Context: an optimization exercise on an open-source flow, tuned for small area. The choices shown serve that exercise and are no tape-out recipe.
The RTL was checked by simulation tests, not by an equivalence proof against the original design.
Power and IR drop assume default switching activity.

==> run F: inputs <==
## rv_dmem
module rv_dmem #(
  parameter int unsigned DEPTH = 64,
  parameter int unsigned CNT_W = 16,
  localparam int unsigned AW = $clog2(DEPTH)
) (
  input  logic             clk,
  input  logic             rst,
  input  logic [31:0]      req_address,
  input  logic [31:0]      req_wr_data,
  input  logic             req_wr_en,
  input  logic             req_rd_en,
  input  logic [3:0]       req_byte_en,
  output logic [31:0]      dmem_rd_data,
  input  logic             ld_valid,
  input  logic [AW-1:0]    ld_addr,
  input  logic [31:0]      ld_data,
  output logic             ld_ready,
  output logic             init_done,
  output logic             oor_err,
  output logic [CNT_W-1:0] rd_cnt,
  output logic [CNT_W-1:0] wr_cnt
);
  typedef enum logic {StInit, StReady} state_e;
  state_e            state_q, state_d;
  logic [AW-1:0]     clr_ptr_q;
  logic [31:0]       mem [DEPTH];
  logic [31:0]       rd_data_q;
  logic              oor_q;
  logic [CNT_W-1:0]  rd_cnt_q, wr_cnt_q;
  logic [AW-1:0]     widx;
  logic              req_oor;
  logic              core_rd, core_wr, wr_hit, ld_fire;
  logic [31:0]       rd_word;
  logic              unused_addr;
  assign unused_addr = ^req_address[1:0];
  assign widx    = req_address[AW+1:2];
  assign req_oor = |req_address[31:AW+2];
  assign core_rd = init_done & req_rd_en;
  assign core_wr = init_done & req_wr_en;
  assign wr_hit  = core_wr & ~req_oor;
  assign ld_fire = ld_valid & ld_ready;
  always_ff @(posedge clk or negedge rst) begin
    if (!rst) begin
      state_q   <= StInit;
      clr_ptr_q <= '0;
    end else begin
      state_q <= state_d;
      if (state_q == StInit) clr_ptr_q <= clr_ptr_q + 1'b1;
    end
  end
  always_comb begin
    state_d = state_q;
    if (state_q == StInit && clr_ptr_q == AW'(DEPTH - 1)) state_d = StReady;
  end
  always_comb begin
    init_done = (state_q == StReady);
    ld_ready  = init_done & ~req_wr_en;
  end
  always_comb begin
    rd_word = mem[widx];
    if (wr_hit) begin
  ...
==> module rv_dmem, before the edit <==
module rv_dmem #(
  parameter int unsigned DEPTH = 64,
  parameter int unsigned CNT_W = 16,
  localparam int unsigned AW = $clog2(DEPTH)
) (
  input  logic             clk,
  input  logic             rst,
  input  logic [31:0]      req_address,
  input  logic [31:0]      req_wr_data,
  input  logic             req_wr_en,
  input  logic             req_rd_en,
  input  logic [3:0]       req_byte_en,
  output logic [31:0]      dmem_rd_data,
  input  logic             ld_valid,
  input  logic [AW-1:0]    ld_addr,
  input  logic [31:0]      ld_data,
  output logic             ld_ready,
  output logic             init_done,
  output logic             oor_err,
  output logic [CNT_W-1:0] rd_cnt,
  output logic [CNT_W-1:0] wr_cnt
);
  typedef enum logic {StInit, StReady} state_e;
  state_e            state_q, state_d;
  logic [AW-1:0]     clr_ptr_q;
  logic [31:0]       mem [DEPTH];
  logic [31:0]       rd_data_q;
  logic              oor_q;
  logic [CNT_W-1:0]  rd_cnt_q, wr_cnt_q;
  logic [AW-1:0]     widx;
  logic              req_oor;
  logic              core_rd, core_wr, wr_hit, ld_fire;
  logic [31:0]       rd_word;
  logic              unused_addr;
  assign unused_addr = ^req_address[1:0];
  assign widx    = req_address[AW+1:2];
  assign req_oor = |req_address[31:AW+2];
  assign core_rd = init_done & req_rd_en;
  assign core_wr = init_done & req_wr_en;
  assign wr_hit  = core_wr & ~req_oor;
  assign ld_fire = ld_valid & ld_ready;
  always_ff @(posedge clk or negedge rst) begin
    if (!rst) begin
      state_q   <= StInit;
      clr_ptr_q <= '0;
    end else begin
      state_q <= state_d;
      if (state_q == StInit) clr_ptr_q <= clr_ptr_q + 1'b1;
    end
  end
  always_comb begin
    state_d = state_q;
    if (state_q == StInit && clr_ptr_q == AW'(DEPTH - 1)) state_d = StReady;
  end
  always_comb begin
    init_done = (state_q == StReady);
    ld_ready  = init_done & ~req_wr_en;
  end
  always_comb begin
    rd_word = mem[widx];
    if (wr_hit) begin
      for (int i = 0; i < 4; i++) begin
        if (req_byte_en[i]) rd_word[8*i +: 8] = req_wr_data[8*i +: 8];
      end
    end
    if (ld_fire && ld_addr == widx) rd_word = ld_data;
    if (req_oor) rd_word = '0;
  end
  always_ff @(posedge clk) begin
    if (!init_done) begin
      mem[clr_ptr_q] <= '0;
    end else begin
      if (wr_hit) begin
        for (int i = 0; i < 4; i++) begin
          if (req_byte_en[i]) mem[widx][8*i +: 8] <= req_wr_data[8*i +: 8];
        end
      end
      if (ld_fire) mem[ld_addr] <= ld_data;
    end
  end
  always_ff @(posedge clk or negedge rst) begin
    if (!rst) begin
      rd_data_q <= '0;
      oor_q     <= 1'b0;
      rd_cnt_q  <= '0;
      wr_cnt_q  <= '0;
    end else begin
      if (core_rd) rd_data_q <= rd_word;
      if ((core_rd || core_wr) && req_oor) oor_q <= 1'b1;
      if (core_rd && rd_cnt_q != '1) rd_cnt_q <= rd_cnt_q + CNT_W'(1);
      if (core_wr && wr_cnt_q != '1) wr_cnt_q <= wr_cnt_q + CNT_W'(1);
    end
  end
  assign dmem_rd_data = rd_data_q;
  assign oor_err      = oor_q;
  assign rd_cnt       = rd_cnt_q;
  assign wr_cnt       = wr_cnt_q;
endmodule
export LEC_CHECK = 0
export CAP_MARGIN = 20
export CORE_MARGIN = 2
export CORE_UTILIZATION = 40
export SLEW_MARGIN = 20
create_clock -name core_clock -period 6.0 [get_ports {clk}]
run.sh (not shown) runs the stock make flow with config.mk's settings and CLKGATE_MAP_FILE= SYNTH_SCRIPT=/design/flow/synth_recipe.tcl, a recipe that flattens the netlist after the stock synthesis.
==> run Y (differences from run F) <==
==> flow/design.v (replaced) <==
module rv_dmem #(
  parameter int unsigned DEPTH = 64,
  parameter int unsigned CNT_W = 16,
  localparam int unsigned AW = $clog2(DEPTH)
) (
  input  logic             clk,
  input  logic             rst,
  input  logic [31:0]      req_address,
  input  logic [31:0]      req_wr_data,
  input  logic             req_wr_en,
  input  logic             req_rd_en,
  input  logic [3:0]       req_byte_en,
  output logic [31:0]      dmem_rd_data,
  input  logic             ld_valid,
  input  logic [AW-1:0]    ld_addr,
  input  logic [31:0]      ld_data,
  output logic             ld_ready,
  output logic             init_done,
  output logic             oor_err,
  output logic [CNT_W-1:0] rd_cnt,
  output logic [CNT_W-1:0] wr_cnt
);
  logic              init_q;
  logic [AW-1:0]     clr_ptr_q;
  logic [31:0]       mem [DEPTH];
  logic [31:0]       rd_data_q;
  logic              oor_q;
  logic [CNT_W-1:0]  rd_cnt_q, wr_cnt_q;
  logic [AW-1:0]     widx, waddr;
  logic              req_oor;
  logic              core_rd, core_wr, ld_fire;
  logic [3:0]        wben;
  logic [31:0]       wdata;
  logic [DEPTH-1:0]  rsel, wsel;
  logic [31:0]       rd_raw, rd_word;
  logic              unused_addr;
  assign unused_addr = ^req_address[1:0];
  assign widx    = req_address[AW+1:2];
  assign req_oor = |req_address[31:AW+2];
  assign init_done = init_q;
  assign ld_ready  = init_q & ~req_wr_en;
  assign core_rd = init_q & req_rd_en;
  assign core_wr = init_q & req_wr_en;
  assign ld_fire = ld_valid & ld_ready;
  always_ff @(posedge clk or negedge rst) begin
    if (!rst) begin
      init_q    <= 1'b0;
      clr_ptr_q <= '0;
    end else if (!init_q) begin
      clr_ptr_q <= clr_ptr_q + 1'b1;
      if (clr_ptr_q == AW'(DEPTH - 1)) init_q <= 1'b1;
    end
  end
  always_comb begin
    if (!init_q) begin
      waddr = clr_ptr_q;
      wben  = 4'hF;
      wdata = '0;
    end else if (req_wr_en) begin
      waddr = widx;
      wben  = req_oor ? 4'h0 : req_byte_en;
      wdata = req_wr_data;
    end else begin
      waddr = ld_addr;
      wben  = {4{ld_valid}};
      wdata = ld_data;
    end
  end
  for (genvar k = 0; k < DEPTH; k++) begin : g_row
    assign wsel[k] = (waddr == AW'(k));
    assign rsel[k] = (widx == AW'(k));
    for (genvar b = 0; b < 4; b++) begin : g_byte
      always_ff @(posedge clk) begin
        if (wsel[k] && wben[b]) mem[k][8*b +: 8] <= wdata[8*b +: 8];
      end
    end
  end
  for (genvar j = 0; j < 32; j++) begin : g_col
    logic [DEPTH-1:0] col;
    for (genvar k = 0; k < DEPTH; k++) begin : g_cell
      assign col[k] = mem[k][j];
    end
    logic [21:0] grp;
    for (genvar g = 0; g < 22; g++) begin : g_grp
      if (3 * g + 2 < DEPTH) begin : g_full
        assign grp[g] = (col[3*g] & rsel[3*g]) | (col[3*g+1] & rsel[3*g+1]) | (col[3*g+2] & rsel[3*g+2]);
      end else begin : g_part
        assign grp[g] = col[3*g] & rsel[3*g];
      end
    end
    assign rd_raw[j] = |grp;
  end
  always_comb begin
    for (int b = 0; b < 4; b++) begin
      if (req_wr_en && req_byte_en[b]) rd_word[8*b +: 8] = req_wr_data[8*b +: 8];
      else if (ld_fire && ld_addr == widx) rd_word[8*b +: 8] = ld_data[8*b +: 8];
      else rd_word[8*b +: 8] = rd_raw[8*b +: 8];
    end
    if (req_oor) rd_word = '0;
  end
  always_ff @(posedge clk or negedge rst) begin
    if (!rst) begin
      rd_data_q <= '0;
      oor_q     <= 1'b0;
      rd_cnt_q  <= '0;
      wr_cnt_q  <= '0;
    end else begin
      if (core_rd) rd_data_q <= rd_word;
      if ((core_rd || core_wr) && req_oor) oor_q <= 1'b1;
      if (core_rd && rd_cnt_q != '1) rd_cnt_q <= rd_cnt_q + CNT_W'(1);
      if (core_wr && wr_cnt_q != '1) wr_cnt_q <= wr_cnt_q + CNT_W'(1);
    end
  end
  assign dmem_rd_data = rd_data_q;
  assign oor_err      = oor_q;
  assign rd_cnt       = rd_cnt_q;
  assign wr_cnt       = wr_cnt_q;
endmodule
==> flow/flow/run.sh (new file) <==
#!/bin/bash
# Standard ORFS layout with three changes:
#  - synthesis: the standard synthesis script, except that ABC maps the logic for area
#    (flow/area.abc: delay relaxed, no buffering/sizing; the placer repairs slew and timing);
#    the registers, their names and cells are exactly the standard synthesis's;
#  - clock tree: larger sink clusters driven by clkbuf_16, no dummy loads;
#  - port buffers: buf_1 instead of the default delay buffer.
set -euo pipefail
HERE=$(pwd)
cat > "$HERE/area_synth.tcl" <<EOF
proc abc {args} {
  set i [lsearch -exact \$args -script]
  if {\$i >= 0} { lset args [expr {\$i + 1}] $HERE/flow/area.abc }
  yosys abc {*}\$args
}
source $HERE/synth_recipe.tcl
EOF
CTS="-sink_clustering_enable -repair_clock_nets -dont_use_dummy_load -buf_list sky130_fd_sc_hd__clkbuf_16 -sink_clustering_size 25 -sink_clustering_max_diameter 80 -sink_buffer_max_cap_derate 1.0"
bash standard.sh "SYNTH_SCRIPT=$HERE/area_synth.tcl" "CTS_ARGS=$CTS" "BUFFER_PORTS_ARGS=-buffer_cell sky130_fd_sc_hd__buf_1" finish > make_finish.log 2>&1
==> flow/flow/area.abc (new file) <==
&get -n
&st
&dch
&nf -R 1000
&put
==> flow/standard.sh (new file) <==
#!/bin/bash
# synth_recipe.tcl (not shown) runs the flow's synth.tcl, then flattens the netlist and writes it again
# the make line also repeats each setting of config.mk as NAME=value (left out here)
make -C /OpenROAD-flow-scripts/flow DESIGN_CONFIG=/design/flow/config.mk WORK_HOME=/design/flow/orfs CLKGATE_MAP_FILE= SYNTH_SCRIPT=/design/flow/synth_recipe.tcl "${@:-finish}"
--- a/flow/config.mk
+++ b/flow/config.mk
@@ -8,4 +8,5 @@
 export CAP_MARGIN = 20
 export CORE_MARGIN = 2
-export CORE_UTILIZATION = 40
+export CORE_UTILIZATION = 50
+export PLACE_DENSITY = 0.82
 export SLEW_MARGIN = 20
removed: flow/run.sh
==> run M (differences from run F) <==
==> flow/design.v (replaced) <==
module rv_dmem #(
  parameter int unsigned DEPTH = 64,
  parameter int unsigned CNT_W = 16,
  localparam int unsigned AW = $clog2(DEPTH)
) (
  input  logic             clk,
  input  logic             rst,
  input  logic [31:0]      req_address,
  input  logic [31:0]      req_wr_data,
  input  logic             req_wr_en,
  input  logic             req_rd_en,
  input  logic [3:0]       req_byte_en,
  output logic [31:0]      dmem_rd_data,
  input  logic             ld_valid,
  input  logic [AW-1:0]    ld_addr,
  input  logic [31:0]      ld_data,
  output logic             ld_ready,
  output logic             init_done,
  output logic             oor_err,
  output logic [CNT_W-1:0] rd_cnt,
  output logic [CNT_W-1:0] wr_cnt
);
  logic              init_q;
  logic [AW-1:0]     clr_ptr_q;
  logic [31:0]       mem [DEPTH];
  logic [31:0]       rd_data_q;
  logic              oor_q;
  logic [CNT_W-1:0]  rd_cnt_q, wr_cnt_q;
  logic [AW-1:0]     widx, waddr;
  logic              req_oor;
  logic              core_rd, core_wr, ld_fire;
  logic [3:0]        wben;
  logic [31:0]       wdata;
  logic [DEPTH-1:0]  rsel, wsel;
  logic [31:0]       rd_raw, rd_word;
  logic              unused_addr;
  assign unused_addr = ^req_address[1:0];
  assign widx    = req_address[AW+1:2];
  assign req_oor = |req_address[31:AW+2];
  assign init_done = init_q;
  assign ld_ready  = init_q & ~req_wr_en;
  assign core_rd = init_q & req_rd_en;
  assign core_wr = init_q & req_wr_en;
  assign ld_fire = ld_valid & ld_ready;
  always_ff @(posedge clk or negedge rst) begin
    if (!rst) begin
      init_q    <= 1'b0;
      clr_ptr_q <= '0;
    end else if (!init_q) begin
      clr_ptr_q <= clr_ptr_q + 1'b1;
      if (clr_ptr_q == AW'(DEPTH - 1)) init_q <= 1'b1;
    end
  end
  always_comb begin
    if (!init_q) begin
      waddr = clr_ptr_q;
      wben  = 4'hF;
      wdata = '0;
    end else if (req_wr_en) begin
      waddr = widx;
      wben  = req_oor ? 4'h0 : req_byte_en;
      wdata = req_wr_data;
    end else begin
      waddr = ld_addr;
      wben  = {4{ld_valid}};
      wdata = ld_data;
    end
  end
  for (genvar k = 0; k < DEPTH; k++) begin : g_row
    assign wsel[k] = (waddr == AW'(k));
    assign rsel[k] = (widx == AW'(k));
    for (genvar b = 0; b < 4; b++) begin : g_byte
      always_ff @(posedge clk) begin
        if (wsel[k] && wben[b]) mem[k][8*b +: 8] <= wdata[8*b +: 8];
      end
    end
  end
  for (genvar j = 0; j < 32; j++) begin : g_col
    logic [DEPTH-1:0] col;
    for (genvar k = 0; k < DEPTH; k++) begin : g_cell
      assign col[k] = mem[k][j];
    end
    assign rd_raw[j] = |(col & rsel);
  end
  always_comb begin
    for (int b = 0; b < 4; b++) begin
      if (req_wr_en && req_byte_en[b]) rd_word[8*b +: 8] = req_wr_data[8*b +: 8];
      else if (ld_fire && ld_addr == widx) rd_word[8*b +: 8] = ld_data[8*b +: 8];
      else rd_word[8*b +: 8] = rd_raw[8*b +: 8];
    end
    if (req_oor) rd_word = '0;
  end
  always_ff @(posedge clk or negedge rst) begin
    if (!rst) begin
      rd_data_q <= '0;
      oor_q     <= 1'b0;
      rd_cnt_q  <= '0;
      wr_cnt_q  <= '0;
    end else begin
      if (core_rd) rd_data_q <= rd_word;
      if ((core_rd || core_wr) && req_oor) oor_q <= 1'b1;
      if (core_rd && rd_cnt_q != '1) rd_cnt_q <= rd_cnt_q + CNT_W'(1);
      if (core_wr && wr_cnt_q != '1) wr_cnt_q <= wr_cnt_q + CNT_W'(1);
    end
  end
  assign dmem_rd_data = rd_data_q;
  assign oor_err      = oor_q;
  assign rd_cnt       = rd_cnt_q;
  assign wr_cnt       = wr_cnt_q;
endmodule
==> flow/flow/run.sh (new file) <==
#!/bin/bash
# Standard ORFS layout with three changes:
#  - synthesis: the standard synthesis script, except that ABC maps the logic for area
#    (flow/area.abc: delay relaxed, no buffering/sizing; the placer repairs slew and timing);
#    the registers, their names and cells are exactly the standard synthesis's;
#  - clock tree: larger sink clusters driven by clkbuf_16, no dummy loads;
#  - port buffers: buf_1 instead of the default delay buffer.
set -euo pipefail
HERE=$(pwd)
cat > "$HERE/area_synth.tcl" <<EOF
proc abc {args} {
  set i [lsearch -exact \$args -script]
  if {\$i >= 0} { lset args [expr {\$i + 1}] $HERE/flow/area.abc }
  yosys abc {*}\$args
}
source $HERE/synth_recipe.tcl
EOF
CTS="-sink_clustering_enable -repair_clock_nets -dont_use_dummy_load -buf_list sky130_fd_sc_hd__clkbuf_16 -sink_clustering_size 25 -sink_clustering_max_diameter 80 -sink_buffer_max_cap_derate 1.0"
bash standard.sh "SYNTH_SCRIPT=$HERE/area_synth.tcl" "CTS_ARGS=$CTS" "BUFFER_PORTS_ARGS=-buffer_cell sky130_fd_sc_hd__buf_1" finish > make_finish.log 2>&1
==> flow/flow/area.abc (new file) <==
&get -n
&st
&dch
&nf -R 1000
&put
==> flow/standard.sh (new file) <==
#!/bin/bash
# synth_recipe.tcl (not shown) runs the flow's synth.tcl, then flattens the netlist and writes it again
# the make line also repeats each setting of config.mk as NAME=value (left out here)
make -C /OpenROAD-flow-scripts/flow DESIGN_CONFIG=/design/flow/config.mk WORK_HOME=/design/flow/orfs CLKGATE_MAP_FILE= SYNTH_SCRIPT=/design/flow/synth_recipe.tcl "${@:-finish}"
removed: flow/run.sh
==> results.txt <==
- Run M ran to the end with no violations. Run F passed the timing, design-rule and antenna checks. Run Y produced a clean layout.
- Non-clock buffer count, lowest first: run Y, run M, run F.
- In sequential cell count, run F and run Y do not differ.
- Maximum frequency: run M is larger than run Y (about 7%).
- In run F the first-iteration DRC count is smaller than in run Y, by about 50%.
- Register-to-register slack, lowest first: run Y, run M, run F.
- Synthesized cell count: run M > run F > run Y.
- Power, lowest first: run Y, run M, run F.
- In run M the core utilization is lower than in run Y, by 9.9 points.
- Of run Y and run M, run M has the higher final cell count (gap 14%, measured against run M).
==> figures <==
metric	run Y	run M	run F
Register-to-register setup slack	1.21 ns	1.64 ns	1.72 ns
Worst-case clock skew	0.0411 ns	0.0816 ns	0.0278 ns
Wire length of the first global-routing pass	272 mm	318 mm	321 mm
Die Span Y	392 um	443 um	461 um
Number of levels in the clock H-tree	3	3	4
Multiplexer fraction of the synthesized cell area	0.0149%	0.0146%	16.2%
Post-Layout Cell Count	6271	7257	7633
Number of violations reported at the end of detailed-routing iteration 0	9109	6430	4602
Core box area	150000 sq um	191000 sq um	207000 sq um
Non-clock buffers, area share	1.73%	3.05%	5.38%
Non-clock inverter count	3	2	9
Total combinational power	0.714 mW	0.780 mW	0.840 mW
Clock share of power	29.3%	30.6%	43.5%
Sequential cell fraction of total power	67.6%	66.1%	53.7%
Final Cycle Share	83.3%	77.9%	83.9%
Final core utilization	54.9%	45.0%	47.3%
XOR/XNOR Fraction of Synth Area	0.476%	0.455%	0.430%
Result of the run	no timing/DRC/antenna violations	no timing/DRC/antenna violations	no timing/DRC/antenna violations
Syn Inst Count	3873	4227	4053
Combined area of the multi-input logic cells	12600 sq um	14100 sq um	19200 sq um

-- separate check: timing with driven ports --
Ports are ideal in the flow. The routed layouts listed here were re-timed in OpenROAD. Step 1: set_driving_cell puts a clkbuf_16 on clk and a buf_2 on each other input, an assumption about the parent block. Step 2 also shifts input and output timing later by t, the mid clock arrival at the registers, as if the neighbouring blocks saw the same clock. Slacks: no drivers / after step 1 / after step 2; pairs: no drivers / after step 1.
run | t, ns | slack for setup (ns) | hold WS [ns] | clock arrival spread, ns | pins driven straight from the clock port
run F | 0.950 | 0.966 / 1.039 / 0.089 | 0.254 / 0.183 / 0.477 | 0.030 / 0.030 | 1
run Y | 0.782 | 1.004 / 1.037 / 0.255 | 0.353 / 0.299 / 0.484 | 0.051 / 0.051 | 1
run M | 0.827 | 1.327 / 1.279 / 0.452 | 0.367 / 0.423 / 0.485 | 0.088 / 0.088 | 1
After both steps setup and hold are still met in every run listed. For run F, which loses most, drivers alone change the setup slack by +0.073 ns; drivers and shift together by -0.877 ns.
